Source: an optimization exercise on an open RTL-to-GDS flow (aim: small area and few clock cycles). Production flows keep margins and buffers that such runs may drop. Where RTL was checked, it was by simulation tests only, not by an equivalence proof against the original. Only the layout flow was run in runs 4 to 6; the RTL was not checked for function there. No activity file was given, so power comes from the tool's default toggle rates.

==> flow/flow/run.sh <==
#!/bin/bash
# Standard layout (the standard.sh, standard synthesis unchanged), with
# plain buf_1 cells as the port buffers and a clock tree without dummy loads.
set -e
export BUFFER_PORTS_ARGS="-buffer_cell sky130_fd_sc_hd__buf_1"
export CTS_ARGS="-sink_clustering_enable -repair_clock_nets -dont_use_dummy_load -buf_list sky130_fd_sc_hd__clkbuf_8 -sink_clustering_size 16 -sink_clustering_max_diameter 40"
bash standard.sh > standard.log 2>&1
==> flow/standard.sh <==
#!/bin/bash
# synth_recipe.tcl (not shown) runs the flow's synth.tcl, then flattens the netlist and writes it again
# the make line also repeats each setting of config.mk as NAME=value (left out here)
make -C /OpenROAD-flow-scripts/flow DESIGN_CONFIG=/design/flow/config.mk WORK_HOME=/design/flow/orfs CLKGATE_MAP_FILE= SYNTH_SCRIPT=/design/flow/synth_recipe.tcl "${@:-finish}"
==> flow/config.mk <==
export PLATFORM = sky130hd
export DESIGN_NAME = cmap_segment_group_builder
export DESIGN_NICKNAME = cmap_segment_group_builder
export VERILOG_FILES = /design/flow/design.v
export SDC_FILE = /design/flow/constraint.sdc
export NUM_CORES = 4
export LEC_CHECK = 0
export CAP_MARGIN = 20
export CORE_MARGIN = 2
export CORE_UTILIZATION = 40
export SLEW_MARGIN = 20
==> flow/constraint.sdc <==
create_clock -name core_clock -period 6.0 [get_ports {clk}]
set_input_delay 1.2000 -clock core_clock [delete_from_list [all_inputs] [get_ports {clk}]]
set_output_delay 1.2000 -clock core_clock [all_outputs]
set_load 0.01 [all_outputs]
==> flow/design.v <==
module cmap_segment_group_builder (
	input  logic         clk,
	input  logic         arst_n,
	input  logic         s_tvalid,
	output logic         s_tready,
	input  logic [39:0]  s_tdata,    
	input  logic         s_tuser,    
	output logic         m_tvalid,
	input  logic         m_tready,
	output logic [151:0] m_tdata,    
	output logic [1:0]   m_tuser,    
	output logic         m_tlast
);
	localparam int SEG  = 0;
	localparam int SENT = 1;
	localparam int HDR  = 2;
	localparam int GRP  = 3;
	localparam int CNT  = 4;
	logic        iv_q;       
	logic        pend_q;     
	logic        fin_q;      
	logic [20:0] cp_q;
	logic [15:0] gl_q;
	logic        sx_q;       
	logic        gx_q;       
	logic [2:0]  step_q;     
	logic        seg_open_q;
	logic [15:0] seg_first_q;
	logic [15:0] seg_final_q;
	logic [15:0] seg_glyph_q;
	logic [15:0] seg_delta_q;
	logic [14:0] seg_total_q;
	logic        grp_open_q;
	logic [20:0] grp_first_q;
	logic [20:0] grp_final_q;
	logic [15:0] grp_glyph_q;
	logic [20:0] grp_total_q;
	logic [20:0] s_cp;
	logic [15:0] s_gl;
	logic [20:0] cp_inc;
	logic [15:0] gl_inc;
	logic        cp_top;
	logic        gl_top;
	logic        prev_ent;
	logic        prev_bmp;
	logic        prev_fin;
	logic        s_bmp;
	logic        g_hit;
	logic        slow;
	assign s_cp = s_tdata[20:0];
	assign s_gl = s_tdata[36:21];
	always_comb begin
		cp_top = 1'b1;
		for (int i = 0; i < 21; i++) begin
			cp_inc[i] = cp_q[i] ^ cp_top;
			cp_top    = cp_top && cp_q[i];
		end
		gl_top = 1'b1;
		for (int i = 0; i < 16; i++) begin
			gl_inc[i] = gl_q[i] ^ gl_top;
			gl_top    = gl_top && gl_q[i];
		end
	end
	assign prev_ent = !fin_q;
	assign prev_fin = fin_q;
	assign prev_bmp = prev_ent && (cp_q[20:16] == 5'd0);
	assign s_bmp    = (s_cp[20:16] == 5'd0);
	assign g_hit    = prev_ent && !cp_top && !gl_top && (s_cp == cp_inc) && (s_gl == gl_inc);
	assign slow     = s_bmp && !prev_bmp && !prev_fin && seg_open_q;
	logic [15:0] dl;
	logic [15:0] sf_inc;
	logic        sf_top;
	logic        seg_hit;
	logic [16:0] bw;
	logic [15:0] bg;
	logic [15:0] bp;
	assign bg = ~gl_q & cp_q[15:0];
	assign bp = ~gl_q | cp_q[15:0];
	always_comb begin
		bw[0] = 1'b0;
		for (int i = 0; i < 16; i += 2) begin
			bw[i + 1] = bg[i] | (bp[i] & bw[i]);
			bw[i + 2] = bg[i + 1] | (bp[i + 1] & bg[i]) | (bp[i + 1] & bp[i] & bw[i]);
		end
	end
	assign dl = gl_q ^ cp_q[15:0] ^ bw[15:0];
	always_comb begin
		sf_top = 1'b1;
		for (int i = 0; i < 16; i++) begin
			sf_inc[i] = seg_final_q[i] ^ sf_top;
			sf_top    = sf_top && seg_final_q[i];
		end
	end
	assign seg_hit = !sf_top && (gl_q != 16'd0) && (cp_q[15:0] == sf_inc) && (dl == seg_delta_q);
	logic       bmp_q;
	logic [4:0] need;
	logic [4:0] left;
	logic [4:0] after;
	logic [4:0] cur;
	assign bmp_q = (cp_q[20:16] == 5'd0);
	always_comb begin
		need = '0;
		if (fin_q) begin
			need[SEG]  = seg_open_q;
			need[SENT] = !(seg_open_q && (seg_final_q == 16'hFFFF));
			need[HDR]  = 1'b1;
			need[GRP]  = grp_open_q;
			need[CNT]  = 1'b1;
		end else begin
			need[SEG]  = seg_open_q && bmp_q && !sx_q;
			need[GRP]  = grp_open_q && !gx_q;
		end
		for (int i = 0; i < 5; i++) begin
			left[i] = need[i] && (3'(i) >= step_q);
		end
		cur   = left & (~left + 5'd1);
		after = left & ~cur;
	end
	logic ready;
	logic take;
	logic hand;
	logic apply;
	assign ready    = iv_q && !pend_q;
	assign m_tvalid = ready && (left != '0);
	assign hand     = m_tvalid && m_tready;
	assign apply    = ready && ((left == '0) || (hand && (after == '0)));
	assign s_tready = !iv_q || apply;
	assign take     = s_tvalid && s_tready;
	logic [14:0] n;
	logic [14:0] top;
	logic        above;
	logic        low_n;
	logic [3:0]  es;
	logic [15:0] sx2;
	logic [15:0] sr;
	logic [15:0] rs;
	assign n = seg_total_q;
	always_comb begin
		top   = '0;
		above = 1'b0;
		for (int i = 14; i >= 1; i--) begin
			top[i] = n[i] && !above;
			above  = above || n[i];
		end
		es = 4'd0;
		for (int i = 1; i < 15; i++) begin
			if (top[i]) begin
				es = es | 4'(i);
			end
		end
	end
	assign low_n = (n[14:1] == 14'd0);
	assign sx2   = {n, 1'b0};
	assign sr    = {top[14:1], low_n, 1'b0};
	assign rs    = low_n ? {{15{!n[0]}}, 1'b0} : {n & ~top, 1'b0};
	logic [15:0] c_seg;
	logic [15:0] c_sent;
	logic [15:0] c_hdr;
	logic [20:0] c_grp;
	logic [20:0] c_cnt;
	assign c_seg  = {16{cur[SEG]}};
	assign c_sent = {16{cur[SENT]}};
	assign c_hdr  = {16{cur[HDR]}};
	assign c_grp  = {21{cur[GRP]}};
	assign c_cnt  = {21{cur[CNT]}};
	assign m_tdata[20:0]    = {grp_first_q[20:16] & c_grp[4:0],
	                           (seg_first_q & c_seg) | (grp_first_q[15:0] & c_grp[15:0]) | c_sent};
	assign m_tdata[41:21]   = {grp_final_q[20:16] & c_grp[4:0],
	                           (seg_final_q & c_seg) | (grp_final_q[15:0] & c_grp[15:0]) | c_sent};
	assign m_tdata[57:42]   = (seg_glyph_q & c_seg) | (grp_glyph_q & c_grp[15:0]);
	assign m_tdata[73:58]   = (seg_delta_q & c_seg) | {15'd0, cur[SENT]};
	assign m_tdata[89:74]   = sx2 & c_hdr;
	assign m_tdata[105:90]  = sr & c_hdr;
	assign m_tdata[109:106] = es & c_hdr[3:0];
	assign m_tdata[125:110] = rs & c_hdr;
	assign m_tdata[146:126] = grp_total_q & c_cnt;
	assign m_tdata[151:147] = 5'd0;
	assign m_tuser[0]       = cur[GRP] || cur[CNT];
	assign m_tuser[1]       = cur[HDR] || cur[CNT];
	assign m_tlast          = (after == '0);
	always_ff @(posedge clk or negedge arst_n) begin
		if (!arst_n) begin
			iv_q        <= 1'b0;
			fin_q       <= 1'b1;
			pend_q      <= 1'b0;
			step_q      <= '0;
			seg_open_q  <= 1'b0;
			seg_total_q <= '0;
			grp_open_q  <= 1'b0;
			grp_total_q <= '0;
		end else begin
			if (take) begin
				iv_q   <= 1'b1;
				fin_q  <= s_tuser;
				pend_q <= slow && !s_tuser;
			end else begin
				if (apply) begin
					iv_q <= 1'b0;
				end
				pend_q <= 1'b0;
			end
			if (apply) begin
				step_q <= '0;
			end else if (hand) begin
				step_q <= (cur[SEG] ? 3'd1 : 3'd0) | (cur[SENT] ? 3'd2 : 3'd0)
					| (cur[HDR] ? 3'd3 : 3'd0) | (cur[GRP] ? 3'd4 : 3'd0);
			end
			if (apply && fin_q) begin
				seg_open_q  <= 1'b0;
				seg_total_q <= '0;
				grp_open_q  <= 1'b0;
				grp_total_q <= '0;
			end else begin
				if (hand && (cur[SEG] || cur[SENT])) begin
					seg_total_q <= seg_total_q + 15'd1;
				end
				if (hand && cur[GRP]) begin
					grp_total_q <= grp_total_q + 21'd1;
				end
				if (apply) begin
					if (bmp_q) begin
						seg_open_q <= 1'b1;
					end
					grp_open_q <= 1'b1;
				end
			end
		end
	end
	always_ff @(posedge clk) begin
		if (take) begin
			cp_q  <= s_cp;
			gl_q  <= s_gl;
			sx_q  <= prev_bmp && g_hit;
			gx_q  <= g_hit;
		end else if (pend_q) begin
			sx_q  <= seg_hit;
		end
		if (apply && !fin_q) begin
			if (bmp_q) begin
				seg_final_q <= cp_q[15:0];
				if (!sx_q) begin
					seg_first_q <= cp_q[15:0];
					seg_glyph_q <= gl_q;
					seg_delta_q <= dl;
				end
			end
			grp_final_q <= cp_q;
			if (!gx_q) begin
				grp_first_q <= cp_q;
				grp_glyph_q <= gl_q;
			end
		end
	end
endmodule
==> run summary, run 1 <==
post-cts repair resize count=0; most frequent cells in the layout=buf_1, edfxtp_1, ha_1; Starting DRT DRC Count=452; crit path time final=5.57 ns; Routed Antenna Nets=0; CP Buf/Inv Count=0; setup slack, reg-to-reg=0.43 ns; GPL Wtd Cong=0.829; GRT Total Usage=18.8%; clock root buffer master=clkbuf_8; Worst Path Required=6.38 ns; initial antenna violation count=0; critical path class=reg2reg; Initial Util=40.4%; CTS HTree Levels=1; vias in the first global route=7473; Congestion Overflow GR=0; register area share after synthesis=53.3%; Critical Path Most Common Cell=ha_1; CTS Buffer Depth=3; outcome=no timing/DRC/antenna violations; Clk pin slew, worst setup/hold paths=0.07 ns; Gate power share=42.6%; Worst path max stage delay=0.49 ns; Avg Inst Size Synth=11.8 um2; Post-Syn Instances=940; Leak=0.00481 uW; Crit path depth=26; Synth Flop Type=edfxtp_1; pre-CTS WS=0.448 ns; Post-CTS Hold Buffers=0; hold crit path type=reg2reg; worst r2r src=cp_q[1]; fin. max-slew vios=0; Die Ht=171 um; CORE AREA=27600 um2; final instance area=12600 um2; clock share of power=17.2%; Slew Limit Headroom=32.0%; switching power total=2200 uW; Area growth syn-to-layout=13.5%; Post-synth ARST share=21.5%; DR vias/cell=5.20; TNS Setup=0 ns; mapped cell area=11100 um2; num ports=202; Slowest-stage cell, CP=edfxtp_1; Die Area=29200 um2; clk_skew=0.0444 ns; final setup vio count=0; reg2reg end=sx_q; crit path capture type=register; fin nets=1258; total wire length=27700 um; DRC violations left=0; synth top area cells=edfxtp_1, dfrtp_1, ha_1, xor2_1, and2_1; final hold viol count=0; post-placement cell area=12200 um2; most common cell after layout, fill and taps aside=buf_1; via count=7816; fin crit share=92.9%; Peak VDD IR=0.000220 V; count of cell types in the netlist=61; f_max=179 MHz; Die W=171 um; share of cells above drive strength 1=5.60%; first-pass GRT wire length=42300 um; Std-Cell Rows=61; RSZ-0062 raised after global routing=no; Pint=3190 uW; critical path's top delay family=adder cells; switch share=40.8%; R2R cell count=26; Detailed Place HPWL=20400 um; crit-path max FO=7; last element of the critical path=sx_q; Yosys reg bits=205; Setup Fix Bufs, Post-CTS=0; Skew-Pair Late Insertion Delay=0.57 ns; largest net degree at the start of global routing=53; Final WS setup=0.429 ns; WHS=0.523 ns; CP startpoint=cp_q[1]; diode count=0; EDFF count, synth=161; Worst EP arrival=5.96 ns; worst slew pin tran=1.02 ns; max-cap violations=0; Detailed Routing Iterations Pass 1=6; Cell Pwr Density=427 nW/um2; cell taking the most area after synthesis=edfxtp_1; Seq pwr share=40.2%; post-synth top area share=43.4%; # clock sinks=205; synth warn=1; CTS Buf Count=31; crit path launch type=register; Wirelength per Cell=18.4 um; CTS tree=done; port bufs=190
==> worst min path at each step <==
| stage | from | to | depth (start not counted) |
|---|---|---|---|
| 2_1_floorplan | cp_q[17] | grp_final_q[17] | 0 |
| 3_3_place_gp | grp_total_q[20] | grp_total_q[20] | 2 |
| 3_5_place_dp | cp_q[17] | grp_first_q[17] | 0 |
| 4_1_cts | cp_q[17] | grp_final_q[17] | 0 |
| 5_1_grt | cp_q[17] | grp_first_q[17] | 0 |
| 6_report | cp_q[17] | grp_final_q[17] | 0 |
==> layout make-up <==
class                           count  area (um2)
Sequential cell                   205        5940
Inverter                           45         169
Multi-Input combinational cell    639        4810
Clock buffer                       31         427
Tap cell                          378         473
Timing Repair Buffer              204         820
Fill cell                        2611       14900
==> power by group through the flow <==
stage | sequential [uW] | combinational [uW] | clock (uW)
floorplan | 2090 | 1570 | 0
global placement | 2190 | 2310 | 0
detailed placement | 2200 | 2320 | 0
CTS | 2170 | 2340 | 956
global route | 2210 | 2560 | 1010
finish | 2170 | 2300 | 925
==> worst register-to-register path: stages (launching register included) <==
cell	delay [ns]
edfxtp_1	0.49
ha_1	0.25
ha_1	0.20
ha_1	0.19
ha_1	0.18
ha_1	0.18
ha_1	0.18
ha_1	0.18
ha_1	0.18
ha_1	0.18
ha_1	0.18
ha_1	0.18
ha_1	0.18
ha_1	0.18
ha_1	0.19
ha_1	0.19
ha_1	0.18
ha_1	0.18
ha_1	0.18
ha_1	0.18
ha_1	0.28
xor2_1	0.16
nor4_1	0.27
nand4_1	0.11
nor4_1	0.30
nand3_1	0.12
mux2i_1	0.14
==> routing by layer <==
metal	up-vias	part of all wire [%]	wire length, um	global-route usage [%]
li1	3758	-	-	-
met1	3810	46	12700	26.1
met2	219	46	12900	30.2
met3	29	6.2	1710	3.98
met4	0	1.7	471	4.31
met5	-	0	0	0
==> logic make-up (layout without fill, tap and decap cells) <==
kind of cell,count (synthesis),count (layout),share of synthesized area [%]
AOI/OAI and AO/OA,134,134,8.68
xor gates and xnor gates,104,104,8.18
adders and majority gates,87,87,10.3
buffers and inverters,103,280,4.00
DFF,205,205,53.3
muxes,7,7,0.641
other,1,8,0.0337
and+or+nand+nor,299,299,14.8
==> cells in the mapped netlist, types with 4 or more instances <==
cell	number
buf_4	9
edfxtp_1	161
or4_1	5
clkbuf_1	42
nand2_1	24
nand4_1	20
a22o_1	16
or3_1	8
and2_1	62
xnor2_1	35
fa_1	8
nor4_1	34
mux2i_1	6
inv_1	45
a221o_1	32
nor3_1	21
dfrtp_1	43
o21ai_0	24
nand3_1	12
a21oi_1	34
and3_1	12
nor2b_1	8
xor2_1	69
o31ai_1	4
nand2b_1	8
ha_1	79
nor2_1	68
==> per-stage QoR <==
step                      power, uW  cells  util (%)
after floorplan                3660    947         -
after global placement         4500   1471      44.3
after detailed placement       4530   1471      44.3
after CTS                      5470   1502      45.8
after global routing           5790   1502      45.8
final                          5390   1502      45.8
==> registers in the layout, summed over array words and instances, names as in the netlist <==
| signal | count |
|---|---|
| seg_first_q | 16 |
| grp_glyph_q | 16 |
| grp_first_q | 21 |
| seg_final_q | 16 |
| grp_final_q | 21 |
| pend_q | 1 |
| fin_q | 1 |
| seg_glyph_q | 16 |
| grp_total_q | 21 |
| sx_q | 1 |
| gl_q | 16 |
| seg_open_q | 1 |
| cp_q | 21 |
| grp_open_q | 1 |
| iv_q | 1 |
| seg_total_q | 15 |
| seg_delta_q | 16 |
| gx_q | 1 |
| step_q | 3 |
Testbench counts, summed over its fixed seeds: cycles 18,293.
==> run 2: changes to the inputs <==
--- a/flow/config.mk
+++ b/flow/config.mk
@@ -9,3 +9,3 @@
 export CORE_MARGIN = 2
-export CORE_UTILIZATION = 40
+export CORE_UTILIZATION = 60
 export SLEW_MARGIN = 20
==> run 2 against run 1 <==
Non-clock buffer count grew 1. Largest power group unchanged. Area after synthesis stayed put. Combinational power decreased by 3%. Via count is essentially flat. Still clean. Register-to-register slack lost 0.02 ns. Sequential power is essentially flat. Synthesized cell count unchanged.
==> run summary, run 2 <==
footprint of the multi-input gates=4810 um2 (unchanged); pre-CTS WS=0.451 ns (+0.00333 ns); Peak VDD IR=0.000311 V (+41%); final setup vio count=0 (unchanged); total chip power=5390 uW (about the same); Area growth syn-to-layout=12.4%; Worst path max stage delay=0.50 ns (about the same); RSZ-0062 raised after global routing=no; Routed Antenna Nets=0 (unchanged); clock root buffer master=clkbuf_8; Initial Util=61.5% (+21 points); share of cells above drive strength 1=6.02% (+0.42 points); Yosys reg bits=205 (unchanged); hold crit path type=reg2reg; Leak=0.00484 uW (+0.71%); met1 WL=11200 um (-12%); Synth Flop Type=edfxtp_1; max-cap violations=0 (unchanged); fin crit share=93.3% (+0.41 points); post-synth top area share=43.4% (unchanged); num ports=202 (unchanged); worst slew pin tran=0.974 ns (-0.0440 ns); most frequent cells in the layout=buf_1, edfxtp_1, ha_1; first-pass GRT wire length=40500 um (-4.3%); GPL Wtd Cong=0.824 (-0.60%); crit path capture type=register; Setup Fix Bufs, Post-CTS=0 (unchanged); Filler cells=1444 (-45%); synth warn=1 (unchanged); CTS HTree Levels=2 (+1); reg2reg end=sx_q; f_max=179 MHz (-0.44%); CTS tree=done; port bufs=190 (unchanged); Post-Syn Instances=940 (unchanged); Detailed Place HPWL=18400 um (-9.8%); most common cell after layout, fill and taps aside=buf_1; final hold viol count=0 (unchanged); initial antenna violation count=0 (unchanged); EDFF count, synth=161 (unchanged); Detailed Routing Iterations Pass 1=4 (-2); Die Area=19700 um2 (-33%); post-cts repair resize count=0 (unchanged); fin. max-slew vios=0 (unchanged); Post-synth ARST share=21.5% (unchanged); CORE AREA=18100 um2 (-34%); Detail Route met3 WL=1150 um (-32%); TNS Setup=0 ns (unchanged); fin nets=1263 (+0.40%); DR top layer=met4; vias in the first global route=7418 (-0.74%); Cell Pwr Density=431 nW/um2 (+1.0%); R2R cell count=26 (unchanged); DRC violations left=0 (unchanged); total wire length=25900 um (-6.5%); CTS Buf Count=35 (+13%); Post-CTS Hold Buffers=0 (unchanged); crit-path max FO=7 (unchanged); diode count=0 (unchanged); critical path class=reg2reg; Final WS setup=0.404 ns (-0.0244 ns); Reg area=5940 um2 (unchanged); Skew-Pair Late Insertion Delay=0.52 ns (-0.05 ns); setup slack, reg-to-reg=0.40 ns (-0.02 ns); Die Ht=140 um (-18%); CP startpoint=cp_q[1]; GRT Total Usage=26.2% (+7.5 points); worst r2r src=cp_q[1]; last element of the critical path=sx_q; mapped cell area=11100 um2 (unchanged); Die W=140 um (-18%); via count=7811 (-0.064%); final core utilization=69.2% (+23 points); Congestion Overflow GR=0 (unchanged); outcome=no timing/DRC/antenna violations; DR vias/cell=5.75 (+11%); Synth top cells by count=edfxtp_1, ha_1, xor2_1, nor2_1, and2_1; clk_skew=0.0575 ns (+0.0131 ns); Worst Path Required=6.36 ns (-0.02 ns); # clock sinks=205 (unchanged); count leader, synth=edfxtp_1; largest net degree at the start of global routing=53 (unchanged); cell taking the most area after synthesis=edfxtp_1; Worst EP arrival=5.96 ns (about the same); Critical Path Most Common Cell=ha_1; Slowest-stage cell, CP=edfxtp_1; Slew Limit Headroom=35.1% (+3.1 points); metal2 WL=13000 um (+1.4%); Starting DRT DRC Count=378 (-16%); Clk pin slew, worst setup/hold paths=0.05 ns (-0.02 ns); crit path time final=5.60 ns (+0.0244 ns); Wirelength per Cell=19.0 um (+3.4%); register area share after synthesis=53.3% (unchanged); CTS Buffer Depth=3 (unchanged); Avg Inst Size Synth=11.8 um2 (unchanged); crit path launch type=register; Std-Cell Rows=49 (-20%); synth top area cells=edfxtp_1, dfrtp_1, ha_1, xor2_1, and2_1; count of cell types in the netlist=61 (unchanged)
## run 2: cell count changes in the layout (fill, tap and decap cells not counted)
cell / change
clkbuf_8: +4
buf_4: +1
## run 2: area by class of cell
type	instances	share of cell area (%)
Tap cell	229	2.29
Timing Repair Buffer	205	6.61
Multi-Input combinational cell	639	38.4
Sequential cell	205	47.5
Inverter	45	1.35
Clock buffer	35	3.85
## run 2: logic make-up (layout without fill, tap and decap cells)
| family | count (synthesis) | after routing | share of synthesized area [%] |
|---|---|---|---|
| AO/OA/AOI/OAI | 134 | 134 | 8.68 |
| flip-flops | 205 | 205 | 53.3 |
| other | 1 | 8 | 0.0337 |
| buffers and inverters | 103 | 285 | 4.00 |
| AND/OR/NAND/NOR | 299 | 299 | 14.8 |
| adder cells (fa/ha/maj) | 87 | 87 | 10.3 |
| XOR/XNOR | 104 | 104 | 8.18 |
| multiplexers | 7 | 7 | 0.641 |
## run 2: routing by layer
layer  vias up  GRT usage [%]
li1       3774              -
met2       200           44.9
met1      3799           35.0
met4         0           7.71
met3        38           4.07
met5         -              0
## run 2: report_power, final
part / internal, uW / switching (uW)
clock network: 513 / 481
logic: 809 / 1410
registers: 1930 / 250
total: 3250 / 2140
## run 2: worst max-delay path: cells and delay by family (launching register included)
kind | cells | cell delay, ns
xor gates and xnor gates | 1 | 0.17
DFF | 1 | 0.50
adders and majority gates | 20 | 3.82
and+or+nand+nor | 4 | 0.81
muxes | 1 | 0.13
## run 2: how the worst min path moves through the flow
stage / end / start / cells past startpoint / slack, ns
finish: grp_total_q[20] / grp_total_q[20] / 2 / 0.55
detailed placement: grp_first_q[20] / cp_q[20] / 0 / 0.53
global route: grp_final_q[16] / cp_q[16] / 0 / 0.57
floorplan: grp_final_q[17] / cp_q[17] / 0 / 0.48
CTS: grp_final_q[20] / cp_q[20] / 0 / 0.54
global placement: grp_final_q[20] / cp_q[20] / 0 / 0.53
## run 2: stage by stage
step / instance area, um2 / instances / hold slack, ns
global route: 12500 / 1358 / 0.575
CTS: 12500 / 1357 / 0.544
global placement: 12000 / 1322 / 0.532
floorplan: 11200 / 947 / 0.476
finish: 12500 / 1358 / 0.550
detailed placement: 12000 / 1322 / 0.529
==> run 3: changes to the inputs <==
==> flow/flow/run.sh (replaced) <==
#!/bin/bash
# Standard layout (the standard.sh, standard synthesis unchanged), with
# plain buf_1 cells as the port buffers and a clock tree without dummy loads.
set -e
export BUFFER_PORTS_ARGS="-buffer_cell sky130_fd_sc_hd__buf_1"
export CTS_ARGS="-sink_clustering_enable -repair_clock_nets -dont_use_dummy_load "
bash standard.sh > standard.log 2>&1
--- a/flow/config.mk
+++ b/flow/config.mk
@@ -9,3 +9,3 @@
 export CORE_MARGIN = 2
-export CORE_UTILIZATION = 60
+export CORE_UTILIZATION = 40
 export SLEW_MARGIN = 20
==> run 3 against run 2 <==
Die area grew 48%. Synthesized cell count is the same. Critical endpoint unchanged. Still clean. Count of clock-buffer cells in the layout shrank 12. Core utilization shrank 23 points. Sequential share of layout area shrank 1.0 points. Combinational power grew 4%. Sequential cell count is the same. Worst hold slack lost 0.0078 ns.
==> run summary, run 3 <==
outcome=no timing/DRC/antenna violations; Post-CTS Hold Buffers=0 (unchanged); mapped cell area=11100 um2 (unchanged); synth top area cells=edfxtp_1, dfrtp_1, ha_1, xor2_1, and2_1; Yosys reg bits=205 (unchanged); first-pass GRT wire length=42300 um (+4.3%); diode count=0 (unchanged); f_max=180 MHz (+0.79%); Initial Util=40.4% (-21 points); Wirelength per Cell=18.5 um (-2.7%); total wire length=27700 um (+7.0%); vias in the first global route=7398 (-0.27%); crit path capture type=register; placed cell count=1471 (+11%); largest net degree at the start of global routing=53 (unchanged); Peak VDD IR=0.000287 V (-7.6%); Setup Fix Bufs, Post-CTS=0 (unchanged); Synth Flop Type=edfxtp_1; Avg Inst Size Synth=11.8 um2 (unchanged); initial antenna violation count=0 (unchanged); Hold EP=grp_final_q[17]; final core utilization=46.4% (-23 points); Detailed Routing Iterations Pass 1=4 (unchanged); Non-Filler Instances=1494 (+10%); Die W=171 um (+22%); crit path time final=5.55 ns (-0.0440 ns); fin. max-slew vios=0 (unchanged); clock root buffer master=clkbuf_16; DR vias/cell=5.22 (-9.3%); DRC violations left=0 (unchanged); Starting DRT DRC Count=504 (+33%); Routed Antenna Nets=0 (unchanged); post-synth top area share=43.4% (unchanged); num ports=202 (unchanged); crit path launch type=register; cell taking the most area after synthesis=edfxtp_1; worst slew pin tran=1.04 ns (+0.0626 ns); CORE AREA=27600 um2 (+52%); Congestion Overflow GR=0 (unchanged); Hold Path Cell Cnt=0 (-2); synth warn=1 (unchanged); R2R cell count=26 (unchanged); Filler cells=2590 (+79%); fin nets=1250 (-1.0%); Cell Pwr Density=441 nW/um2 (+2.2%); CTS tree=done; final hold viol count=0 (unchanged); TNS Setup=0 ns (unchanged); CTS HTree Levels=1 (-1); share of cells above drive strength 1=4.93% (-1.1 points); Post-Syn Instances=940 (unchanged); post-cts repair resize count=0 (unchanged); Die Ht=171 um (+22%); most common cell after layout, fill and taps aside=buf_1; Area growth syn-to-layout=14.8%; crit-path max FO=7 (unchanged); count leader, synth=edfxtp_1; via count=7795 (-0.20%); fin crit share=92.5% (-0.73 points); RSZ-0062 raised after global routing=no; final setup vio count=0 (unchanged); GRT Total Usage=18.7% (-7.5 points); Hold Crit Start=cp_q[17]; clk_skew=0.0107 ns (-0.0468 ns); Synth top cells by count=edfxtp_1, ha_1, xor2_1, nor2_1, and2_1; worst r2r src=cp_q[1]; hold crit path type=reg2reg; register area share after synthesis=53.3% (unchanged); Slew Limit Headroom=30.7% (-4.3 points); CTS Buf Count=23 (-34%); CTS Buffer Depth=3 (unchanged); Skew-Pair Late Insertion Delay=0.50 ns (-0.02 ns); Detailed Place HPWL=20400 um (+11%); critical path class=reg2reg; Worst EP arrival=5.89 ns (-0.07 ns); count of cell types in the netlist=61 (unchanged); reg2reg end=sx_q; Post-synth ARST share=21.5% (unchanged); Std-Cell Rows=61 (+24%); port bufs=190 (unchanged); Die Area=29200 um2 (+48%); EDFF count, synth=161 (unchanged); Leak=0.00487 uW (+0.55%); Clk pin slew, worst setup/hold paths=0.05 ns (about the same); setup slack, reg-to-reg=0.45 ns (+0.04 ns); GPL Wtd Cong=0.829 (+0.61%); max-cap violations=0 (unchanged); most frequent cells in the layout=buf_1, edfxtp_1, ha_1; # clock sinks=205 (unchanged); Worst Path Required=6.34 ns (-0.02 ns)
run 3: cell counts after synthesis:
Identical to the previous run, type by type.
run 3: power breakdown:
group          internal (uW)  switching [uW]  total (uW)  leakage [uW]
Combinational            810            1490        2300       0.00251
Sequential              1930             242        2170       0.00208
Clock                    670             497        1170      0.000283
Total                   3410            2230        5630       0.00487
run 3: area by class of cell:
class / instances / area, um2 / area share, %
flip-flops and latches: 205 / 5940 / 46.5
multi-input cells: 639 / 4810 / 37.6
repair buffers: 204 / 820 / 6.41
clock buffers: 23 / 576 / 4.50
well taps: 378 / 473 / 3.70
inverters: 45 / 169 / 1.32
run 3: critical path, stage by stage, from the launching register on:
cell and delay, ns:
edfxtp_1 0.49, ha_1 0.25, ha_1 0.20, ha_1 0.20
ha_1 0.18, ha_1 0.18, ha_1 0.18, ha_1 0.18
ha_1 0.18, ha_1 0.18, ha_1 0.18, ha_1 0.18
ha_1 0.18, ha_1 0.18, ha_1 0.19, ha_1 0.19
ha_1 0.18, ha_1 0.18, ha_1 0.18, ha_1 0.18
ha_1 0.28, xor2_1 0.16, nor4_1 0.27, nand4_1 0.11
nor4_1 0.29, nand3_1 0.12, mux2i_1 0.14
run 3: how the worst max path moves through the flow:
| stage | from | endpoint | slack, ns | cells after the start |
|---|---|---|---|---|
| 6_report | cp_q[1] | sx_q | 0.45 | 26 |
| 5_1_grt | cp_q[1] | sx_q | 0.07 | 26 |
| 4_1_cts | cp_q[1] | sx_q | 0.41 | 26 |
| 2_1_floorplan | cp_q[0] | sx_q | 0.86 | 26 |
| 3_3_place_gp | cp_q[1] | sx_q | 0.50 | 26 |
| 3_5_place_dp | cp_q[1] | sx_q | 0.45 | 26 |
run 3: cells by family after synthesis:
group / Yosys count / synth area share, %
XOR/XNOR: 104 / 8.18
AO/OA/AOI/OAI: 134 / 8.68
flip-flops: 205 / 53.3
AND/OR/NAND/NOR: 299 / 14.8
buffers and inverters: 103 / 4.00
adder cells (fa/ha/maj): 87 / 10.3
multiplexers: 7 / 0.641
other: 1 / 0.0337
run 3: layer usage:
layer,vias to the layer above,track usage [%],share of wire [%]
met5,-,0,0
li1,3746,-,-
met4,0,3.91,1.5
met3,31,3.70,6.4
met2,221,30.2,46
met1,3797,26.3,46
run 3: metrics by stage:
step / area, um2 / total power (uW) / setup slack [ns] / hold slack, ns
final: 12800 / 5630 / 0.448 / 0.542
after global routing: 12800 / 6020 / 0.0665 / 0.586
after CTS: 12800 / 5710 / 0.406 / 0.561
after detailed placement: 12200 / 4530 / 0.448 / 0.551
after global placement: 12200 / 4500 / 0.501 / 0.538
after floorplan: 11200 / 3660 / 0.857 / 0.476
==> run 4: changes to the inputs <==
--- a/flow/design.v
+++ b/flow/design.v
@@ -19,4 +19,5 @@
 	logic        iv_q;       
+	logic        hist_q;     
 	logic        pend_q;     
-	logic        fin_q;      
+	logic        fin_q;
 	logic [20:0] cp_q;
@@ -63,4 +64,4 @@
 	end
-	assign prev_ent = !fin_q;
-	assign prev_fin = fin_q;
+	assign prev_ent = hist_q && !fin_q;
+	assign prev_fin = hist_q && fin_q;
 	assign prev_bmp = prev_ent && (cp_q[20:16] == 5'd0);
@@ -73,15 +74,10 @@
 	logic        seg_hit;
-	logic [16:0] bw;
-	logic [15:0] bg;
-	logic [15:0] bp;
-	assign bg = ~gl_q & cp_q[15:0];
-	assign bp = ~gl_q | cp_q[15:0];
-	always_comb begin
-		bw[0] = 1'b0;
-		for (int i = 0; i < 16; i += 2) begin
-			bw[i + 1] = bg[i] | (bp[i] & bw[i]);
-			bw[i + 2] = bg[i + 1] | (bp[i + 1] & bg[i]) | (bp[i + 1] & bp[i] & bw[i]);
-		end
-	end
-	assign dl = gl_q ^ cp_q[15:0] ^ bw[15:0];
+	logic bw;
+	always_comb begin
+		bw = 1'b0;
+		for (int i = 0; i < 16; i++) begin
+			dl[i] = gl_q[i] ^ cp_q[i] ^ bw;
+			bw    = (!gl_q[i] && cp_q[i]) || (!(gl_q[i] ^ cp_q[i]) && bw);
+		end
+	end
 	always_comb begin
@@ -183,3 +179,3 @@
 			iv_q        <= 1'b0;
-			fin_q       <= 1'b1;
+			hist_q      <= 1'b0;
 			pend_q      <= 1'b0;
@@ -193,3 +189,3 @@
 				iv_q   <= 1'b1;
-				fin_q  <= s_tuser;
+				hist_q <= 1'b1;
 				pend_q <= slow && !s_tuser;
@@ -230,2 +226,3 @@
 		if (take) begin
+			fin_q <= s_tuser;
 			cp_q  <= s_cp;
==> flow/flow/run.sh (replaced) <==
#!/bin/bash
# Standard layout, with plain buf_1 cells as the port buffers.
set -e
export BUFFER_PORTS_ARGS="-buffer_cell sky130_fd_sc_hd__buf_1"
bash standard.sh > standard.log 2>&1
==> run 4 against run 3 <==
The layout now fails its checks (negative setup slack). Non-clock buffer count rose by 10. First-iteration DRC count fell by 4.4%. Wire length rose by 1.3%. Setup slack got worse by 1.0 ns. Via count fell by 0.38%. Register-to-register slack got worse by 1.0 ns. Sequential cell count rose by 1. Area after synthesis fell by 3.1%. Power fell by 12%. Sequential share of layout area rose by 0.39 points. Die area fell by 3.0%. Count of clock-buffer cells in the layout rose by 4. Critical endpoint unchanged. Highest routed layer unchanged.
==> run summary, run 4 <==
main combinational cell family by area after synthesis=simple AND/OR/NAND/NOR gates; Routed Antenna Nets=0 (unchanged); crit path capture type=register; largest net degree at the start of global routing=49 (-7.5%); Avg Inst Size Synth=12.2 um2 (+3.1%); Synth Area in Compound Gates=9.93% (+1.3 points); Critical Path Most Common Cell=fa_2; total wire length=28100 um (+1.3%); crit path time final=6.60 ns (+1.05 ns); Final WS setup=-0.600 ns (-1.05 ns); Slew Limit Headroom=28.2% (-2.5 points); Synth Flop Type=edfxtp_1; Initial Util=40.4% (-0.047 points); clk_skew=0.0168 ns (+0.00611 ns); synth top area cells=edfxtp_1, dfrtp_1, ha_1, xor2_1, a221o_1; Area growth syn-to-layout=18.1%; Detailed Routing Iterations Pass 1=5 (+1); Worst Path Required=6.28 ns (-0.06 ns); Synth top cells by count=edfxtp_1, xor2_1, ha_1, and2_1, a21oi_1; worst slew pin tran=1.07 ns (+0.0366 ns); final instance area=12700 um2 (-0.35%); Post-CTS Hold Buffers=0 (unchanged); GR Util met3=3.29% (-0.41 points); count leader, synth=edfxtp_1; count of cell types in the netlist=58 (-4.9%); Leak=0.00475 uW (-2.5%); Slowest-stage cell, CP=fa_2; register area share after synthesis=55.3% (+2.0 points); Starting DRT DRC Count=482 (-4.4%); critical path's top delay family=adder cells; worst r2r src=gl_q[0]; Wirelength per Cell=19.7 um (+6.1%); share of cells above drive strength 1=9.02% (+4.1 points); Peak VDD IR=0.000189 V (-34%); initial antenna violation count=0 (unchanged); CP Buf/Inv Count=2 (+2); Die Area=28300 um2 (-3.0%); GRT Total Usage=19.6% (+0.84 points); crit-path max FO=2 (-5); post-synth top area share=45.1% (+1.7 points); Yosys reg bits=206 (+0.49%); diode count=0 (unchanged); max-cap violations=0 (unchanged); crit path launch type=register; Worst EP arrival=6.88 ns (+0.99 ns); DR vias/cell=5.44 (+4.3%); Synth Area in Adders=8.98% (-1.3 points); Die Ht=168 um (-1.5%); fin crit share=110% (+17 points); clock root buffer master=clkbuf_16; CTS Buf Count=23 (unchanged); num ports=202 (unchanged); outcome=finished with violations; hold crit path type=reg2reg; Clk pin slew, worst setup/hold paths=0.06 ns (about the same); CTS tree=done; post-placement cell area=11900 um2 (-2.1%); grt peak-use layer=met2; critical path class=reg2reg; RSZ-0062 raised after global routing=yes; mapped cell area=10800 um2 (-3.1%); setup slack, reg-to-reg=-0.60 ns (-1.05 ns); CTS HTree Levels=1 (unchanged); GPL Wtd Cong=0.827 (-0.17%); vias in the first global route=7515 (+1.6%); Die W=168 um (-1.5%); worst-path cell chain=inv_2 > ha_4 > inv_2 > fa_2 > fa_2 > fa_2 > fa_2 > fa_2 > fa_2 > fa_2 > fa_2 > fa_2 > fa_2 > fa_2 > fa_2 > fa_2 > fa_2 > xor2_1 > nor4_1 > nand4_1 > nor3_2 > mux2_2; Simple-Gate Fraction of Synth Area=15.1% (+0.34 points); DRC violations left=0 (unchanged); R2R cell count=22 (-15%); layout violations=negative setup slack; first-pass GRT wire length=43300 um (+2.4%); Post-synth ARST share=21.4% (-0.10 points); Std-Cell Rows=60 (-1.6%); most common cell after layout, fill and taps aside=buf_1; Congestion Overflow GR=0 (unchanged); most frequent cells in the layout=buf_1, edfxtp_1, xor2_1; post-synthesis mux area share=0.290% (-0.35 points); cell taking the most area after synthesis=edfxtp_1; via count=7765 (-0.38%); Hold Path Cell Cnt=1 (+1); fin nets=1185 (-5.2%); Hold Crit Start=hist_q; GRT met1 Usage=28.8% (+2.6 points); fin. max-slew vios=0 (unchanged); Post-Syn Instances=883 (-6.1%); Hold EP=hist_q; Worst path max stage delay=0.55 ns (+0.06 ns); Cell Pwr Density=391 nW/um2 (-11%); f_max=152 MHz (-16%); Skew-Pair Late Insertion Delay=0.53 ns (+0.03 ns); # clock sinks=206 (+0.49%); port bufs=190 (unchanged); synth warn=1 (unchanged); met2 usage in global routing=30.0% (-0.26 points); CORE AREA=26700 um2 (-3.0%); EDFF count, synth=162 (+0.62%); CTS Buffer Depth=3 (unchanged); final setup vio count=2 (+2); Detailed Place HPWL=19900 um (-2.3%); XOR/XNOR Fraction of Synth Area=6.79% (-1.4 points); pre-CTS WS=-0.678 ns (-1.13 ns); reg2reg end=sx_q; final hold viol count=0 (unchanged)
run 4: changes by cell type after synthesis, moves of 6 or more:
cell,change
nor2_1,-29
xnor2_1,-28
ha_1,-24
a21oi_1,+14
inv_1,-14
or3_1,+13
and2_1,-12
nand3_1,+9
buf_2,+7
clkbuf_1,-6
fa_1,+6
nor2b_1,-6
run 4: layer usage:
layer / part of all wire (%) / wire, um / vias up
met1: 48 / 13500 / 3820
met3: 5.7 / 1610 / 36
met5: 0 / 0 / -
met2: 44 / 12400 / 235
met4: 1.9 / 540 / 0
li1: - / - / 3674
run 4: area by class of cell:
class / count / area, um2
fillers: 2493 / 14000
flip-flops and latches: 206 / 5970
multi-input cells: 595 / 4580
repair buffers: 214 / 895
clock buffers: 27 / 591
well taps: 341 / 427
clock inverters: 13 / 160
inverters: 31 / 116
run 4: how the worst max path moves through the flow:
stage | slack (ns) | cells past startpoint | from | end
4_1_cts | -0.59 | 22 | gl_q[0] | sx_q
3_3_place_gp | -0.64 | 22 | gl_q[0] | sx_q
3_5_place_dp | -0.68 | 22 | gl_q[0] | sx_q
6_report | -0.60 | 22 | gl_q[0] | sx_q
2_1_floorplan | -0.45 | 22 | gl_q[0] | sx_q
5_1_grt | -0.83 | 22 | gl_q[0] | sx_q
run 4: where the power goes:
group | switching [uW] | internal (uW)
Clock | 578 | 838
Combinational | 1010 | 584
Sequential | 175 | 1790
Total | 1760 | 3220
run 4: through the flow:
step / cells / power [uW] / hold slack [ns] / setup TNS (ns) / utilization (%)
6_report: 1427 / 4980 / 0.494 / -0.621 / 47.6
5_1_grt: 1427 / 5260 / 0.517 / -0.984 / 47.6
4_1_cts: 1426 / 5030 / 0.496 / -0.590 / 47.6
3_5_place_dp: 1385 / 3580 / 0.478 / -0.784 / 44.7
3_3_place_gp: 1385 / 3560 / 0.472 / -0.703 / 44.7
2_1_floorplan: 890 / 2990 / 0.451 / -0.449 / -
run 4: cell families (layout without fill, tap and decap cells):
kind of cell	Yosys count	count (layout)
other	1	8
buffers and inverters	89	285
AOI/OAI and AO/OA	150	150
and+or+nand+nor	283	283
DFF	206	206
xor gates and xnor gates	82	82
muxes	3	3
adders and majority gates	69	69
run 4: repair_timing:
| action | CTS | global route |
|---|---|---|
| buffers inserted | 1 | 1 |
| resized for setup | 7 | 0 |
| endpoints found under the setup margin | 2 | 3 |
| endpoints found under the hold margin | 0 | 0 |
==> run 5: changes to the inputs <==
--- a/flow/config.mk
+++ b/flow/config.mk
@@ -10,2 +10,3 @@
 export CORE_UTILIZATION = 40
+export CTS_BUF_LIST = sky130_fd_sc_hd__clkbuf_4
 export SLEW_MARGIN = 20
==> run 5 against run 4 <==
Still fails the layout checks on negative setup slack. Sequential power barely moved. Clock power down 16%. Sequential share of layout area is 0.24 points higher. Power decreased by 4.6%. Critical path type unchanged. Largest cell class unchanged.
==> run summary, run 5 <==
grt peak-use layer=met2; hold crit path type=reg2reg; footprint of the multi-input gates=4580 um2 (unchanged); EDFF count, synth=162 (unchanged); GPL Wtd Cong=0.827 (unchanged); crit path capture type=register; CTS tree=done; crit path launch type=register; CTS HTree Levels=2 (+1); GRT Total Usage=19.6% (+0.029 points); initial antenna violation count=1 (+1); Starting DRT DRC Count=502 (+4.1%); Detailed Place HPWL=19900 um (unchanged); final hold viol count=0 (unchanged); Yosys reg bits=206 (unchanged); f_max=152 MHz (+0.43%); WHS=0.496 ns (+0.00202 ns); most frequent cells in the layout=buf_1, edfxtp_1, clkbuf_4; Std-Cell Rows=60 (unchanged); DRC violations left=0 (unchanged); Post-synth ARST share=21.4% (unchanged); Synth Flop Type=edfxtp_1; vias in the first global route=7712 (+2.6%); switch share=37.2% (+1.8 points); GR Util met3=4.18% (+0.89 points); DR vias/cell=5.31 (-2.4%); Gate power share=33.5% (+1.5 points); Avg Inst Size Synth=12.2 um2 (unchanged); Synth top cells by count=edfxtp_1, xor2_1, ha_1, and2_1, a21oi_1; Die Area=28300 um2 (unchanged); synth top area cells=edfxtp_1, dfrtp_1, ha_1, xor2_1, a221o_1; TNS Setup=-0.572 ns (+0.0493 ns); CORE AREA=26700 um2 (unchanged); Wirelength per Cell=18.9 um (-3.9%); switching power total=1770 uW (+0.12%); # clock sinks=206 (unchanged); post-synth top area share=45.1% (unchanged); met2 usage in global routing=30.0% (+0.036 points); num ports=202 (unchanged); RSZ-0062 raised after global routing=yes; Area growth syn-to-layout=17.5%; total wire length=28100 um (+0.29%); final core utilization=47.4% (-0.24 points); outcome=finished with violations; synth warn=1 (unchanged); crit-path max FO=2 (unchanged); fin crit share=110% (-0.47 points); Post-Syn Instances=883 (unchanged); Final WS setup=-0.572 ns (+0.0280 ns); register area share after synthesis=55.3% (unchanged); Worst Path Required=6.56 ns (+0.28 ns); Routed Antenna Nets=0 (unchanged); CTS Buf Count=54 (+130%); Leak=0.00478 uW (+0.77%); count leader, synth=edfxtp_1; cell taking the most area after synthesis=edfxtp_1; Filler cells=2549 (+2.2%); Peak VDD IR=0.000154 V (-18%); first-pass GRT wire length=43300 um (about the same); share of cells above drive strength 1=13.1% (+4.1 points); Die Ht=168 um (unchanged); Cell Pwr Density=375 nW/um2 (-4.1%); Post-CTS Hold Buffers=0 (unchanged); Die W=168 um (unchanged); total chip power=4750 uW (-4.6%); Pint=2990 uW (-7.2%); Skew-Pair Late Insertion Delay=0.68 ns (+0.15 ns); mapped cell area=10800 um2 (unchanged); Initial Util=40.4% (unchanged); fin. max-slew vios=0 (unchanged); pre-CTS WS=-0.678 ns (unchanged); largest net degree at the start of global routing=49 (unchanged); layout violations=negative setup slack; Reg area=5970 um2 (unchanged); clk_skew=0.0540 ns (+0.0372 ns); final setup vio count=1 (-1); most common cell after layout, fill and taps aside=buf_1; count of cell types in the netlist=58 (unchanged); Seq pwr share=41.4% (+1.9 points); via count=7911 (+1.9%); crit path time final=6.57 ns (-0.0280 ns); Congestion Overflow GR=0 (unchanged); CTS Buffer Depth=3 (unchanged); critical path class=reg2reg; worst slew pin tran=1.08 ns (+0.00349 ns); port bufs=190 (unchanged); GRT met1 Usage=28.1% (-0.76 points); fin nets=1215 (+2.5%); max-cap violations=0 (unchanged); Clk pin slew, worst setup/hold paths=0.07 ns (about the same); clock root buffer master=clkbuf_4; Worst EP arrival=7.13 ns (+0.25 ns); Detailed Routing Iterations Pass 1=5 (unchanged); clock share of power=25.1% (-3.3 points); Slew Limit Headroom=28.0% (-0.23 points)
run 5: cells by family after synthesis:
| logic type | synth area share [%] |
|---|---|
| and+or+nand+nor | 15.1 |
| DFF | 55.3 |
| AOI/OAI and AO/OA | 9.93 |
| buffers and inverters | 3.52 |
| xor gates and xnor gates | 6.79 |
| adders and majority gates | 8.98 |
| muxes | 0.290 |
| other | 0.0348 |
run 5: area by class of cell:
type / count / share of cell area (%)
multi-input cells: 595 / 36.2
clock inverters: 23 / 0.770
diodes: 1 / 0.0198
well taps: 341 / 3.37
flip-flops and latches: 206 / 47.1
inverters: 31 / 0.918
repair buffers: 213 / 7.00
clock buffers: 79 / 4.68
run 5: per-stage QoR:
stage          area [um2]  instances
2_1_floorplan       10800        890
3_3_place_gp        11900       1385
3_5_place_dp        11900       1385
4_1_cts             12600       1487
5_1_grt             12700       1489
6_report            12700       1489
run 5: power by group through the flow:
stage               clock network, uW  registers (uW)  logic (uW)
global route                     1310            1990        1750
floorplan                           0            1930        1050
detailed placement                  0            2000        1590
finish                           1190            1970        1590
CTS                              1240            1970        1600
global placement                    0            1990        1580
run 5: what timing repair did:
action | 4_1_cts | 5_1_grt
endpoints found under the setup margin | 2 | 2
cloned | 0 | 0
buffers inserted | 0 | 1
resized for setup | 4 | 3
run 5: layer usage:
| layer | share of wire [%] | vias up |
|---|---|---|
| met5 | 0 | - |
| met4 | 1.9 | 0 |
| met3 | 6.2 | 40 |
| met2 | 44 | 245 |
| met1 | 47 | 3856 |
| li1 | - | 3770 |
run 5: path summary, 6_finish.rpt:
check	startpoint	endpoint	slack (ns)	cells past startpoint
setup reg to reg	gl_q[0]	sx_q	-0.57	22
min in group asynchronous	arst_n	seg_total_q[11]	0.65	2
hold / removal	hist_q	hist_q	0.50	1
hold reg to reg	hist_q	hist_q	0.50	1
max in group asynchronous	arst_n	step_q[1]	4.95	2
setup / recovery	gl_q[0]	sx_q	-0.57	22
run 5: worst max-delay path: stages, from the launching register on:
cell	delay (ns)
edfxtp_1	0.39
inv_2	0.10
ha_4	0.13
inv_2	0.03
fa_2	0.34
fa_2	0.34
fa_2	0.35
fa_2	0.35
fa_2	0.36
fa_2	0.35
fa_2	0.35
fa_2	0.35
fa_2	0.36
fa_2	0.35
fa_2	0.35
fa_2	0.35
fa_2	0.35
fa_2	0.55
xor2_1	0.06
nor4_1	0.19
nand4_1	0.15
nor3_2	0.19
mux2_2	0.16
==> run 6: changes to the inputs <==
--- a/flow/design.v
+++ b/flow/design.v
@@ -74,10 +74,24 @@
 	logic        seg_hit;
-	logic bw;
-	always_comb begin
-		bw = 1'b0;
-		for (int i = 0; i < 16; i++) begin
-			dl[i] = gl_q[i] ^ cp_q[i] ^ bw;
-			bw    = (!gl_q[i] && cp_q[i]) || (!(gl_q[i] ^ cp_q[i]) && bw);
-		end
-	end
+	logic [15:0] dx;
+	logic [16:0] bw;
+	logic [15:10] d0;
+	logic [15:10] d1;
+	logic         b0;
+	logic         b1;
+	assign dx = gl_q ^ cp_q[15:0];
+	always_comb begin
+		bw[0] = 1'b0;
+		for (int i = 0; i < 10; i++) begin
+			bw[i + 1] = (!gl_q[i] && cp_q[i]) || (!dx[i] && bw[i]);
+		end
+		b0 = 1'b0;
+		b1 = 1'b1;
+		for (int i = 10; i < 16; i++) begin
+			d0[i] = dx[i] ^ b0;
+			d1[i] = dx[i] ^ b1;
+			b0    = (!gl_q[i] && cp_q[i]) || (!dx[i] && b0);
+			b1    = (!gl_q[i] && cp_q[i]) || (!dx[i] && b1);
+		end
+	end
+	assign dl = {bw[10] ? d1 : d0, dx[9:0] ^ bw[9:0]};
 	always_comb begin
--- a/flow/config.mk
+++ b/flow/config.mk
@@ -10,3 +10,2 @@
 export CORE_UTILIZATION = 40
-export CTS_BUF_LIST = sky130_fd_sc_hd__clkbuf_4
 export SLEW_MARGIN = 20
==> run 6 against run 5 <==
Still fails the layout checks on negative setup slack. Sequential cell count stayed put. Cell area is 1.8% higher. Sequential power is 3% lower. Combinational power is 7% lower. Register-to-register slack hardly changed. Fmax hardly changed. Non-clock buffer count stayed put. Setup slack better by 0.0059 ns. Die area is 1.4% higher. Clock skew is 0.022 ns lower. Highest routed layer is now met5. Critical path type unchanged.
==> run summary, run 6 <==
Worst Path Required=6.36 ns (-0.20 ns); crit path capture type=register; Std-Cell Rows=60 (unchanged); GRT Total Usage=19.8% (+0.25 points); clk_skew=0.0320 ns (-0.0220 ns); Die Area=28700 um2 (+1.4%); Initial Util=40.7% (+0.36 points); layout violations=negative setup slack; vias in the first global route=7656 (-0.73%); Starting DRT DRC Count=551 (+9.8%); cell taking the most area after synthesis=edfxtp_1; Cell Pwr Density=372 nW/um2 (-0.79%); Detailed Place HPWL=20700 um (+3.9%); register area share after synthesis=54.5% (-0.79 points); Routed Antenna Nets=0 (unchanged); initial antenna violation count=2 (+1); Slew Limit Headroom=33.6% (+5.6 points); hold crit path type=reg2reg; # clock sinks=206 (unchanged); mapped cell area=10900 um2 (+1.5%); EDFF count, synth=162 (unchanged); synth warn=1 (unchanged); most frequent cells in the layout=buf_1, edfxtp_1, nand2_1; share of cells above drive strength 1=8.50% (-4.6 points); Yosys reg bits=206 (unchanged); Final WS setup=-0.566 ns (+0.00586 ns); crit-path max FO=2 (unchanged); GPL Wtd Cong=0.841 (+1.6%); fin. max-slew vios=0 (unchanged); TNS Setup=-0.566 ns (+0.00586 ns); Leak=0.00490 uW (+2.4%); crit path time final=6.57 ns (-0.00586 ns); Skew-Pair Late Insertion Delay=0.54 ns (-0.14 ns); via count=8006 (+1.2%); final hold viol count=0 (unchanged); outcome=finished with violations; count leader, synth=edfxtp_1; fin crit share=109% (about the same); Avg Inst Size Synth=11.3 um2 (-7.7%); final setup vio count=1 (unchanged); Worst EP arrival=6.93 ns (-0.20 ns); CTS Buf Count=24 (-56%); count of cell types in the netlist=58 (unchanged); WHS=0.549 ns (+0.0528 ns); f_max=152 MHz (about the same); CORE AREA=26900 um2 (+0.56%); port bufs=190 (unchanged); Die Ht=169 um (+0.70%); Detailed Routing Iterations Pass 1=5 (unchanged); post-synth top area share=44.5% (-0.64 points); RSZ-0062 raised after global routing=yes; Synth Flop Type=edfxtp_1; CTS HTree Levels=1 (-1); num ports=202 (unchanged); Post-synth ARST share=21.4% (unchanged); worst slew pin tran=0.993 ns (-0.0830 ns); crit path launch type=register; final core utilization=48.0% (+0.56 points); Post-Syn Instances=971 (+10%); Post-CTS Hold Buffers=0 (unchanged); Clk pin slew, worst setup/hold paths=0.06 ns (about the same); placed cell count=1473 (+6.4%); largest net degree at the start of global routing=60 (+22%); most common cell after layout, fill and taps aside=buf_1; CTS Buffer Depth=3 (unchanged); DR vias/cell=5.27 (-0.73%); Die W=169 um (+0.70%); total wire length=28800 um (+2.3%); Peak VDD IR=0.000404 V (+160%); pre-CTS WS=-0.784 ns (-0.106 ns); first-pass GRT wire length=44100 um (+1.8%); Non-Filler Instances=1518 (+1.9%); DRC violations left=0 (unchanged); Synth top cells by count=edfxtp_1, nand2_1, nor2_1, xor2_1, ha_1; fin nets=1274 (+4.9%); CTS tree=done; critical path class=reg2reg; max-cap violations=0 (unchanged); Area growth syn-to-layout=17.8%; Wirelength per Cell=19.0 um (+0.33%); Congestion Overflow GR=0 (unchanged); clock root buffer master=clkbuf_16; synth top area cells=edfxtp_1, dfrtp_1, ha_1, xor2_1, nand2_1
==> run 6: cell types whose count changed after synthesis, moves of 16 or more <==
cell | before | now
a21oi_1 | 48 | 32
nor2_1 | 39 | 95
a22o_1 | 16 | 0
and3_1 | 16 | 48
nand2_1 | 23 | 98
a31oi_1 | 1 | 34
xnor2_1 | 7 | 36
a221o_1 | 32 | 0
and2_1 | 50 | 22
==> run 6: worst paths after layout <==
check | start | end | slack (ns) | cells after the start
worst max-delay path | gl_q[0] | sx_q | -0.57 | 24
worst min-delay path | grp_total_q[20] | grp_total_q[20] | 0.55 | 2
worst max register to register | gl_q[0] | sx_q | -0.57 | 24
worst min register to register | grp_total_q[20] | grp_total_q[20] | 0.55 | 2
max in group asynchronous | arst_n | grp_total_q[16] | 4.83 | 2
min in group asynchronous | arst_n | seg_total_q[8] | 0.77 | 2
==> run 6: per-layer routing <==
| metal | GRT usage (%) | vias up | wire, um | part of all wire (%) |
|---|---|---|---|---|
| met5 | 0 | - | 16 | 0.056 |
| met4 | 4.35 | 2 | 546 | 1.9 |
| met3 | 3.08 | 36 | 1490 | 5.2 |
| met2 | 33.6 | 244 | 14000 | 49 |
| met1 | 27.0 | 3858 | 12700 | 44 |
| li1 | - | 3866 | - | - |
==> run 6: logic make-up after synthesis <==
family                   Yosys count  synth area share [%]
multiplexers                       3                 0.274
other                              1                0.0343
buffers and inverters             86                  3.37
AO/OA/AOI/OAI                    122                  6.84
XOR/XNOR                          98                  7.85
adder cells (fa/ha/maj)           70                  8.90
AND/OR/NAND/NOR                  385                  18.2
flip-flops                       206                  54.5
==> run 6: power by group <==
part | switching, uW | leakage, uW | internal [uW]
sequential | 151 | 0.00209 | 1760
clock | 590 | 0.000371 | 811
combinational | 980 | 0.00244 | 500
total | 1720 | 0.00490 | 3080
==> run 6: critical path, stage by stage, from the launching register on <==
cell,delay [ns]
edfxtp_1,0.40
inv_2,0.10
ha_4,0.13
inv_2,0.03
fa_2,0.33
fa_2,0.35
fa_2,0.35
fa_2,0.35
fa_2,0.35
fa_2,0.35
fa_2,0.35
fa_2,0.35
fa_2,0.40
nor2_2,0.10
a21oi_2,0.05
fa_2,0.35
fa_2,0.35
fa_2,0.35
fa_2,0.34
xor2_1,0.16
xnor2_1,0.16
xor2_1,0.19
nor3_2,0.19
nand4_1,0.15
mux2i_1,0.16
==> run 6: stage by stage <==
step,total power [uW],instance area (um2)
finish,4800,12900
global route,5070,12900
CTS,4850,12900
detailed placement,3440,12100
global placement,3410,12100
floorplan,2870,11000
==> run 6: final cells by class <==
type	instances	area (um2)
Antenna cell	1	2.50
Clock buffer	31	647
Clock inverter	12	120
Fill cell	2521	14000
Inverter	28	105
Multi-Input combinational cell	686	4740
Sequential cell	206	5970
Tap cell	341	427
Timing Repair Buffer	213	887
==> run 6: what timing repair did <==
| item | CTS | global route |
|---|---|---|
| pin swaps | 2 | 1 |
| setup buffers | 0 | 1 |
| setup endpoints to repair | 2 | 2 |
| resized for setup | 5 | 5 |
==> run 7: changes to the inputs <==
--- a/flow/design.v
+++ b/flow/design.v
@@ -19,5 +19,4 @@
 	logic        iv_q;       
-	logic        hist_q;     
 	logic        pend_q;     
-	logic        fin_q;
+	logic        fin_q;      
 	logic [20:0] cp_q;
@@ -64,4 +63,4 @@
 	end
-	assign prev_ent = hist_q && !fin_q;
-	assign prev_fin = hist_q && fin_q;
+	assign prev_ent = !fin_q;
+	assign prev_fin = fin_q;
 	assign prev_bmp = prev_ent && (cp_q[20:16] == 5'd0);
@@ -74,24 +73,15 @@
 	logic        seg_hit;
-	logic [15:0] dx;
 	logic [16:0] bw;
-	logic [15:10] d0;
-	logic [15:10] d1;
-	logic         b0;
-	logic         b1;
-	assign dx = gl_q ^ cp_q[15:0];
+	logic [15:0] bg;
+	logic [15:0] bp;
+	assign bg = ~gl_q & cp_q[15:0];
+	assign bp = ~gl_q | cp_q[15:0];
 	always_comb begin
 		bw[0] = 1'b0;
-		for (int i = 0; i < 10; i++) begin
-			bw[i + 1] = (!gl_q[i] && cp_q[i]) || (!dx[i] && bw[i]);
-		end
-		b0 = 1'b0;
-		b1 = 1'b1;
-		for (int i = 10; i < 16; i++) begin
-			d0[i] = dx[i] ^ b0;
-			d1[i] = dx[i] ^ b1;
-			b0    = (!gl_q[i] && cp_q[i]) || (!dx[i] && b0);
-			b1    = (!gl_q[i] && cp_q[i]) || (!dx[i] && b1);
-		end
-	end
-	assign dl = {bw[10] ? d1 : d0, dx[9:0] ^ bw[9:0]};
+		for (int i = 0; i < 16; i += 2) begin
+			bw[i + 1] = bg[i] | (bp[i] & bw[i]);
+			bw[i + 2] = bg[i + 1] | (bp[i + 1] & bg[i]) | (bp[i + 1] & bp[i] & bw[i]);
+		end
+	end
+	assign dl = gl_q ^ cp_q[15:0] ^ bw[15:0];
 	always_comb begin
@@ -190,8 +180,28 @@
 	assign m_tlast          = (after == '0);
+	logic clear;
+	assign clear = fin_q && (apply || !iv_q);
 	always_ff @(posedge clk or negedge arst_n) begin
 		if (!arst_n) begin
-			iv_q        <= 1'b0;
-			hist_q      <= 1'b0;
-			pend_q      <= 1'b0;
-			step_q      <= '0;
+			iv_q  <= 1'b0;
+			fin_q <= 1'b1;
+		end else begin
+			if (take) begin
+				iv_q  <= 1'b1;
+				fin_q <= s_tuser;
+			end else if (apply) begin
+				iv_q <= 1'b0;
+			end
+		end
+	end
+	always_ff @(posedge clk) begin
+		pend_q <= take && slow && !s_tuser;
+	end
+	always_ff @(posedge clk) begin
+		if (apply || !iv_q) begin
+			step_q <= '0;
+		end else if (hand) begin
+			step_q <= (cur[SEG] ? 3'd1 : 3'd0) | (cur[SENT] ? 3'd2 : 3'd0)
+				| (cur[HDR] ? 3'd3 : 3'd0) | (cur[GRP] ? 3'd4 : 3'd0);
+		end
+		if (clear) begin
 			seg_open_q  <= 1'b0;
@@ -201,36 +211,13 @@
 		end else begin
-			if (take) begin
-				iv_q   <= 1'b1;
-				hist_q <= 1'b1;
-				pend_q <= slow && !s_tuser;
-			end else begin
-				if (apply) begin
-					iv_q <= 1'b0;
+			if (hand && (cur[SEG] || cur[SENT])) begin
+				seg_total_q <= seg_total_q + 15'd1;
+			end
+			if (hand && cur[GRP]) begin
+				grp_total_q <= grp_total_q + 21'd1;
+			end
+			if (apply) begin
+				if (bmp_q) begin
+					seg_open_q <= 1'b1;
 				end
-				pend_q <= 1'b0;
-			end
-			if (apply) begin
-				step_q <= '0;
-			end else if (hand) begin
-				step_q <= (cur[SEG] ? 3'd1 : 3'd0) | (cur[SENT] ? 3'd2 : 3'd0)
-					| (cur[HDR] ? 3'd3 : 3'd0) | (cur[GRP] ? 3'd4 : 3'd0);
-			end
-			if (apply && fin_q) begin
-				seg_open_q  <= 1'b0;
-				seg_total_q <= '0;
-				grp_open_q  <= 1'b0;
-				grp_total_q <= '0;
-			end else begin
-				if (hand && (cur[SEG] || cur[SENT])) begin
-					seg_total_q <= seg_total_q + 15'd1;
-				end
-				if (hand && cur[GRP]) begin
-					grp_total_q <= grp_total_q + 21'd1;
-				end
-				if (apply) begin
-					if (bmp_q) begin
-						seg_open_q <= 1'b1;
-					end
-					grp_open_q <= 1'b1;
-				end
+				grp_open_q <= 1'b1;
 			end
@@ -240,3 +227,2 @@
 		if (take) begin
-			fin_q <= s_tuser;
 			cp_q  <= s_cp;
==> flow/flow/run.sh (replaced) <==
#!/bin/bash
# Standard layout (the standard.sh, standard synthesis unchanged), with
# plain buf_1 cells as the port buffers and a clock tree without dummy loads.
set -e
export BUFFER_PORTS_ARGS="-buffer_cell sky130_fd_sc_hd__buf_1"
export CTS_ARGS="-sink_clustering_enable -repair_clock_nets -dont_use_dummy_load -buf_list sky130_fd_sc_hd__clkbuf_8 -sink_clustering_size 16 -sink_clustering_max_diameter 40"
bash standard.sh > standard.log 2>&1
==> run 7 against run 6 <==
The run now finishes clean. Die area down 0.70%. Combinational power up 39%. Cell count down 5.6%. Clock skew up 0.021 ns. Largest cell class unchanged. Count of clock-buffer cells in the layout unchanged. Via count down 5.8%. Non-clock buffer count down 15.
==> run summary, run 7 <==
EDFF count, synth=161 (-0.62%); Post-Syn Instances=910 (-6.3%); Wirelength per Cell=18.9 um (-0.25%); final setup vio count=0 (-1); Routed Antenna Nets=0 (unchanged); synth warn=1 (unchanged); Yosys reg bits=205 (-0.49%); crit path time final=5.73 ns (-0.832 ns); total chip power=5030 uW (+4.9%); Worst Path Required=6.42 ns (+0.06 ns); crit path launch type=register; crit-path max FO=7 (+5); CTS Buffer Depth=3 (unchanged); Clk pin slew, worst setup/hold paths=0.06 ns (about the same); CTS HTree Levels=1 (unchanged); fin. max-slew vios=0 (unchanged); Std-Cell Rows=60 (unchanged); f_max=174 MHz (+15%); hold crit path type=in2async; DR vias/cell=5.27 (-0.17%); share of cells above drive strength 1=6.50% (-2.0 points); most frequent cells in the layout=buf_1, edfxtp_1, ha_1; count leader, synth=edfxtp_1; Critical Path Most Common Cell=ha_1; Cell Pwr Density=411 nW/um2 (+10%); GPL Wtd Cong=0.823 (-2.1%); via count=7545 (-5.8%); most common cell after layout, fill and taps aside=buf_1; Seq pwr share=40.8% (+0.9 points); Avg Inst Size Synth=11.9 um2 (+5.9%); clock root buffer master=clkbuf_8; first-pass GRT wire length=41200 um (-6.4%); Peak VDD IR=0.000220 V (-46%); critical path's top delay family=adder cells; final hold viol count=0 (unchanged); critical path class=reg2reg; fin nets=1226 (-3.8%); Die Ht=169 um (-0.35%); num ports=202 (unchanged); cell taking the most area after synthesis=edfxtp_1; post-synth top area share=44.5% (+0.046 points); TNS Setup=0 ns (+0.566 ns); Leak=0.00454 uW (-7.3%); Area growth syn-to-layout=12.8%; Non-Filler Instances=1433 (-5.6%); synth top area cells=edfxtp_1, ha_1, dfxtp_1, xor2_1, and2_1; Setup Fix Bufs, Post-CTS=0 (unchanged); Die W=169 um (-0.35%); DRC violations left=0 (unchanged); mapped cell area=10900 um2 (-0.72%); switch share=40.2% (+4.3 points); max-cap violations=0 (unchanged); vias in the first global route=7251 (-5.3%); clk_skew=0.0527 ns (+0.0207 ns); worst slew pin tran=0.957 ns (-0.0366 ns); Synth Flop Type=edfxtp_1; Starting DRT DRC Count=507 (-8.0%); register area share after synthesis=52.7% (-1.8 points); post-cts repair resize count=0 (-5); # clock sinks=205 (-0.49%); Worst path max stage delay=0.51 ns (+0.11 ns); initial antenna violation count=0 (-2); Skew-Pair Late Insertion Delay=0.58 ns (+0.04 ns); CP Buf/Inv Count=0 (-2); Detailed Routing Iterations Pass 1=4 (-1); count of cell types in the netlist=62 (+6.9%); Initial Util=40.5% (-0.18 points); outcome=no timing/DRC/antenna violations; Worst EP arrival=6.15 ns (-0.78 ns); CTS tree=done; total wire length=27100 um (-5.8%)
==> run 7: cell count changes after synthesis, sizes merged, moves of 33 or more <==
cell | previous run | this run
nand2 | 98 | 32
dfrtp | 44 | 1
dfxtp | 0 | 42
and3 | 48 | 10
and2 | 22 | 61
a31oi | 35 | 2
==> run 7: logic make-up after synthesis <==
family,count (synthesis),synth area share (%)
simple gates,298,15.3
flops,205,52.7
xor+xnor,111,8.95
compound gates,108,7.98
buf+inv,98,4.19
fa+ha+maj,87,10.6
mux,2,0.196
other cells,1,0.0345
==> run 7: path summary, 6_finish.rpt <==
| check | startpoint | endpoint | slack (ns) | cells past startpoint |
|---|---|---|---|---|
| hold / removal | arst_n | iv_q | 0.43 | 1 |
| min in group core_clock | grp_open_q | grp_open_q | 0.47 | 2 |
| setup reg to reg | cp_q[1] | sx_q | 0.27 | 26 |
| hold reg to reg | grp_open_q | grp_open_q | 0.47 | 2 |
| setup / recovery | cp_q[1] | sx_q | 0.27 | 26 |
| max in group asynchronous | arst_n | fin_q | 5.40 | 1 |
==> run 7: worst reg2reg max path, stage by stage (launching register included) <==
cell and delay [ns]:
edfxtp_1 0.51, ha_1 0.24, ha_1 0.18, ha_1 0.19, ha_1 0.18, ha_1 0.19
ha_1 0.18, ha_1 0.18, ha_1 0.19, ha_1 0.18, ha_1 0.18, ha_1 0.19
ha_1 0.18, ha_1 0.18, ha_1 0.21, ha_1 0.21, ha_1 0.18, ha_1 0.18
ha_1 0.18, ha_1 0.18, ha_1 0.28, xor2_1 0.14, nor4_1 0.26, nand4_1 0.12
nor4_1 0.36, and4_1 0.25, a41o_1 0.10
==> run 7: final cells by class <==
class / instances / area (um2)
clock buffers: 31 / 427
fillers: 2526 / 14600
repair buffers: 198 / 773
inverters: 44 / 165
well taps: 341 / 427
flip-flops and latches: 205 / 5730
multi-input cells: 614 / 4730
==> run 7: per-stage QoR <==
step,hold WS (ns),setup WS (ns),utilization (%),cell area [um2]
6_report,0.430,0.266,45.7,12200
4_1_cts,0.394,0.264,45.7,12200
3_3_place_gp,0.451,0.406,44.1,11800
3_5_place_dp,0.457,0.319,44.1,11800
5_1_grt,0.403,0.0184,45.7,12200
2_1_floorplan,0.437,0.674,-,10900
==> run 7: layer usage <==
metal	vias up	routed length, um	track usage, %
met5	-	0	0
met4	0	792	5.73
met3	45	1300	2.50
met2	221	12300	29.5
met1	3658	12700	26.9
li1	3621	-	-
==> run 7: power by group through the flow <==
stage | Clock, uW | Sequential [uW] | Combinational, uW
after floorplan | 0 | 2000 | 1420
after global placement | 0 | 2070 | 2050
after detailed placement | 0 | 2080 | 2070
after CTS | 958 | 2050 | 2080
after global routing | 1010 | 2080 | 2260
final | 933 | 2050 | 2050
Testbench counts of run 7, summed over its fixed seeds: cycles 18,293.

Re-timed with assumed drivers on the ports (clkbuf_16 on the clock, buf_2 on other inputs), run 7 has 0.266 ns of setup slack against 0.266 ns with ideal ports, and 0.266 ns once port delays also move by the mid clock arrival of 0.591 ns.
